Background: an optimization exercise with open tools, aiming at small area, a short achievable clock period and few clock cycles per item. Do not read the settings as production practice.
RTL that was checked went through simulation tests only; none was proved equivalent to the original.
No activity file was given, so power comes from the tool's default toggle rates.

Design page_table_leaf_ager, start of the top module:
module page_table_leaf_ager (
    input  logic              clk,
    input  logic              rst_n,
    input  logic              push,
    output logic              full,
    input  logic              entry_valid,
    input  logic              entry_accessed,
    input  logic [3:0]        entry_age,
    input  logic              last_entry,
    output logic              empty,
    input  logic              pop,
    output logic [3:0]        new_age,
    output logic              advanced,
    output logic [31:0]       bucket_count,
    output logic              region_done,
    output logic signed [4:0] region_old_max,
    output logic signed [4:0] region_new_max,
    output logic              region_moves,
    output logic [9:0]        aged_total
);
    logic full_reg;        
    logic empty_reg;       
    logic o_v;             
    logic q1_e;            
    logic q0_v, q1_v, x_v;
    logic qa0;             
    logic accept, fire_ok, x_fire, q_adv;
    assign q1_v    = !q1_e;
    assign accept  = push && q1_e;
    assign fire_ok = !o_v || pop;
    assign x_fire  = x_v && fire_ok;
    assign q_adv   = qa0 || (q0_v && pop);
    logic       q0_val, q0_acc, q0_last;
    logic [3:0] q0_age;
    logic       q1_val, q1_acc, q1_last;
    logic [3:0] q1_age;
    logic       qn_val, qn_acc, qn_last;
    logic [3:0] qn_age;
    logic       q0_load;
    logic [3:0] qn_nage;
  ...
export LEC_CHECK = 0
export ABC_AREA = 1
export CAP_MARGIN = 20
export CORE_MARGIN = 2
export CORE_UTILIZATION = 40
export CTS_BUF_LIST = sky130_fd_sc_hd__clkbuf_4 sky130_fd_sc_hd__clkbuf_8
export CTS_CLUSTER_DIAMETER = 60
export CTS_CLUSTER_SIZE = 12
export SETUP_SLACK_MARGIN = 2.7
export SLEW_MARGIN = 20
create_clock -name core_clock -period 5.0 [get_ports {clk}]
standard.sh (not shown) runs the stock make flow with config.mk's settings and CLKGATE_MAP_FILE= SYNTH_SCRIPT=/design/flow/synth_recipe.tcl, a recipe that flattens the netlist after the stock synthesis.
==> flow/flow/run.sh <==
#!/bin/bash
# Layout flow: the standard ORFS flow (standard.sh, standard synthesis unchanged) with two
# changes to how the layout is made:
#  - port buffers are sky130_fd_sc_hd__buf_2 cells (the default pick is a slow delay cell);
#  - timing and design repair may resize a cell into one with a different footprint.
# Each tool's full output goes to a log file in this folder; ORFS keeps its own step logs
# under orfs/logs.
set -euo pipefail
bash standard.sh MATCH_CELL_FOOTPRINT=0 "BUFFER_PORTS_ARGS=-buffer_cell sky130_fd_sc_hd__buf_2" finish > flow_make.log 2>&1
The starting point finished clean.
==> next run, changes <==
CTS_BUF_LIST = sky130_fd_sc_hd__clkbuf_16   (was sky130_fd_sc_hd__clkbuf_4 sky130_fd_sc_hd__clkbuf_8)
CTS_CLUSTER_DIAMETER = 80   (was 60)
CTS_CLUSTER_SIZE = 24   (was 12)
Effect: The changed run finished clean. Die area is unchanged. Count of clock-buffer cells in the layout went down by 31. Setup slack is worse by 0.0045 ns. Total power barely changes. Wire length went down by 1.7%.
==> next run, changes <==
CTS_BUF_LIST = sky130_fd_sc_hd__clkbuf_8   (was sky130_fd_sc_hd__clkbuf_16)
CTS_CLUSTER_DIAMETER = 60   (was 80)
CTS_CLUSTER_SIZE = 20   (was 24)
The new run completed without violations. Design area hardly moves. Utilization hardly moves. Synthesized area is unchanged. Combinational power went up slightly. Die area is unchanged. Flip-flop and latch count stays the same. Worst hold slack degrades by 0.039 ns. Routed wire length increases slightly. First-iteration DRC count grows slightly.
No run of this note included a check of the RTL's function; only the layout flow was run.


Setup of juniper:
Another version of the RTL of page_table_leaf_ager (not shown whole).
For scale: about 2400 cells after synthesis, roughly 380 flip-flops, ~23000 sq um of cells after synthesis.
// page_table_leaf_ager
module page_table_leaf_ager (
    input  logic              clk,
    input  logic              rst_n,
    input  logic              push,
    output logic              full,
    input  logic              entry_valid,
    input  logic              entry_accessed,
    input  logic [3:0]        entry_age,
    input  logic              last_entry,
    output logic              empty,
    input  logic              pop,
    output logic [3:0]        new_age,
    output logic              advanced,
    output logic [31:0]       bucket_count,
    output logic              region_done,
    output logic signed [4:0] region_old_max,
    output logic signed [4:0] region_new_max,
    output logic              region_moves,
    output logic [9:0]        aged_total
);
clock: 5.0 ns
lec_check: 0
cap_margin: 20
core_margin: 2
core_utilization: 40
slew_margin: 20
run.sh (not shown) runs the stock make flow with config.mk's settings and CLKGATE_MAP_FILE= SYNTH_SCRIPT=/design/flow/synth_recipe.tcl, a recipe that flattens the netlist after the stock synthesis.
Stock flow here: none of the scripts above is used.
juniper did not stop at any stage, and its layout met the timing, design-rule and antenna checks.
Testbench counts of juniper, summed over its fixed seeds: cycles 32,800, items 32,768.
### juniper -> fjord
Settings: SETUP_SLACK_MARGIN now 2.5, previously not set.
## What came out
Number of global-route vias before repair in fjord is 531 higher than in juniper
fjord against juniper; final-stage net count is up by a few percent.
Register share of total power | fjord below juniper
fjord vs juniper — area growth from synthesis to layout rose 7.6 points.
Final worst-path setup slack came out higher on fjord than on juniper.


== run A ==
Another version of the RTL of page_table_leaf_ager (not shown whole).
Size: ~420 flip-flops, about 0.019 sq mm of cells after synthesis.
export LEC_CHECK = 0
export ABC_AREA = 1
export CAP_MARGIN = 20
export CORE_MARGIN = 2
export CORE_UTILIZATION = 40
export CTS_BUF_LIST = sky130_fd_sc_hd__clkbuf_8
export CTS_CLUSTER_DIAMETER = 60
export CTS_CLUSTER_SIZE = 16
export SETUP_SLACK_MARGIN = 2.5
export SLEW_MARGIN = 20
create_clock -name core_clock -period 5.0 [get_ports {clk}]
standard.sh (not shown) runs the stock make flow with config.mk's settings and CLKGATE_MAP_FILE= SYNTH_SCRIPT=/design/flow/synth_recipe.tcl, a recipe that flattens the netlist after the stock synthesis.
Scripts as last shown in full above: flow/flow/run.sh
Run A reached the end of the flow, and the finished layout is clean on the timing, design-rule and antenna checks.
Testbench counts of run A, summed over its fixed seeds: cycles 32,800, items 32,768.
What run B does differently from run A at the input level:
-- flow/config.mk --
<<< run A, line 11
export CORE_UTILIZATION = 40
export CTS_BUF_LIST = sky130_fd_sc_hd__clkbuf_8
export CTS_CLUSTER_DIAMETER = 60
export CTS_CLUSTER_SIZE = 16
>>> run B, line 11
export CORE_UTILIZATION = 65
export CTS_BUF_LIST = sky130_fd_sc_hd__clkbuf_16
export CTS_CLUSTER_DIAMETER = 80
export CTS_CLUSTER_SIZE = 24
Findings:
- Via count was higher in run B than in run A.
- Run B against run A: area growth from synthesis to final layout fell by 3.3 points; design area went down 2.9%.
[inputs] run C vs run B
-- flow/config.mk --
<<< run B, line 11
export CORE_UTILIZATION = 65
>>> run C, line 11
export CORE_UTILIZATION = 40
<<< run B, line 15
export SETUP_SLACK_MARGIN = 2.5
>>> run C, line 15
export SETUP_SLACK_MARGIN = 2.7
### Flow results
Run C vs run B, top power consumer group: combinational logic vs sequential cells. As of run C, static leakage power had risen by a few percent compared to run B. Of run C and run B, the run reporting the lower core utilization was run C. The die area in run B is 0.62 times that in run C.
Here is what was changed in the inputs of run D compared with run C.
-- flow/config.mk --
<<< run C, line 11
export CORE_UTILIZATION = 40
>>> run D, line 11
export CORE_UTILIZATION = 65
<<< run C, line 15
export SETUP_SLACK_MARGIN = 2.7
>>> run D, line 15
export SETUP_SLACK_MARGIN = 2.5
<<< run C, line 17
>>> run D, line 17
export TNS_END_PERCENT = 5
Results
- Upper clock frequency limit: run D and run C compared, lower one is run D
- Higher number of cells on the worst hold path goes to run D over run C.
- Number of buffers other than clock buffers in the final layout (run D vs. run C) decreases by more than a quarter
- Looking at total detailed-routing wirelength across both flows, run D is the stronger of the two, with run C trailing.
- On minimum period implied by the final worst setup slack, run D does worse than run C.
- In run D the setup slack turned out 260 ps lower than in run C.
- Register share of the cell area up 3.4 points in run D wrt run C
- What run D reported for final standard cell count with taps included and fillers excluded has to be multiplied by 1.12 to get the figure for run C.

[port drivers added, routing unchanged]
The results above use ideal ports. As a check the final layouts listed here were re-extracted and re-timed, cells and wires unchanged. Step 1 assumes that a clkbuf_16 drives the clock port and a buf_2 every other input. Step 2 also shifts input and output timing later by t, the mid clock arrival at the registers, as if the neighbouring blocks saw the same clock. Slacks: ideal / step 1 / step 2; pairs: ideal / step 1.
run | t (ns) | slack for setup (ns) | worst register clock-pin slew, ns | pins driven straight from the clock port
the first run of note 1 | 0.675 | 2.757 / 2.711 / 2.200 | 0.09 / 0.09 | 1
the second run of note 1 | 0.639 | 2.753 / 2.699 / 2.159 | 0.09 / 0.09 | 1
the third run of note 1 | 0.676 | 2.733 / 2.683 / 2.218 | 0.12 / 0.12 | 1
juniper | 0.658 | 1.503 / 1.503 / 1.503 | 0.07 / 0.07 | 1
fjord | 0.661 | 2.428 / 2.428 / 2.126 | 0.07 / 0.07 | 1
run A | 0.664 | 2.521 / 2.521 / 2.032 | 0.11 / 0.11 | 1
run B | 0.595 | 2.429 / 2.429 / 2.220 | 0.10 / 0.10 | 1
run C | 0.625 | 2.683 / 2.683 / 2.142 | 0.10 / 0.10 | 1
run D | 0.590 | 2.422 / 2.422 / 1.973 | 0.10 / 0.10 | 1
After both steps setup and hold are still met in every run listed. For the second run of note 1, which loses most, drivers alone change the setup slack by -0.054 ns; drivers and shift together by -0.594 ns.
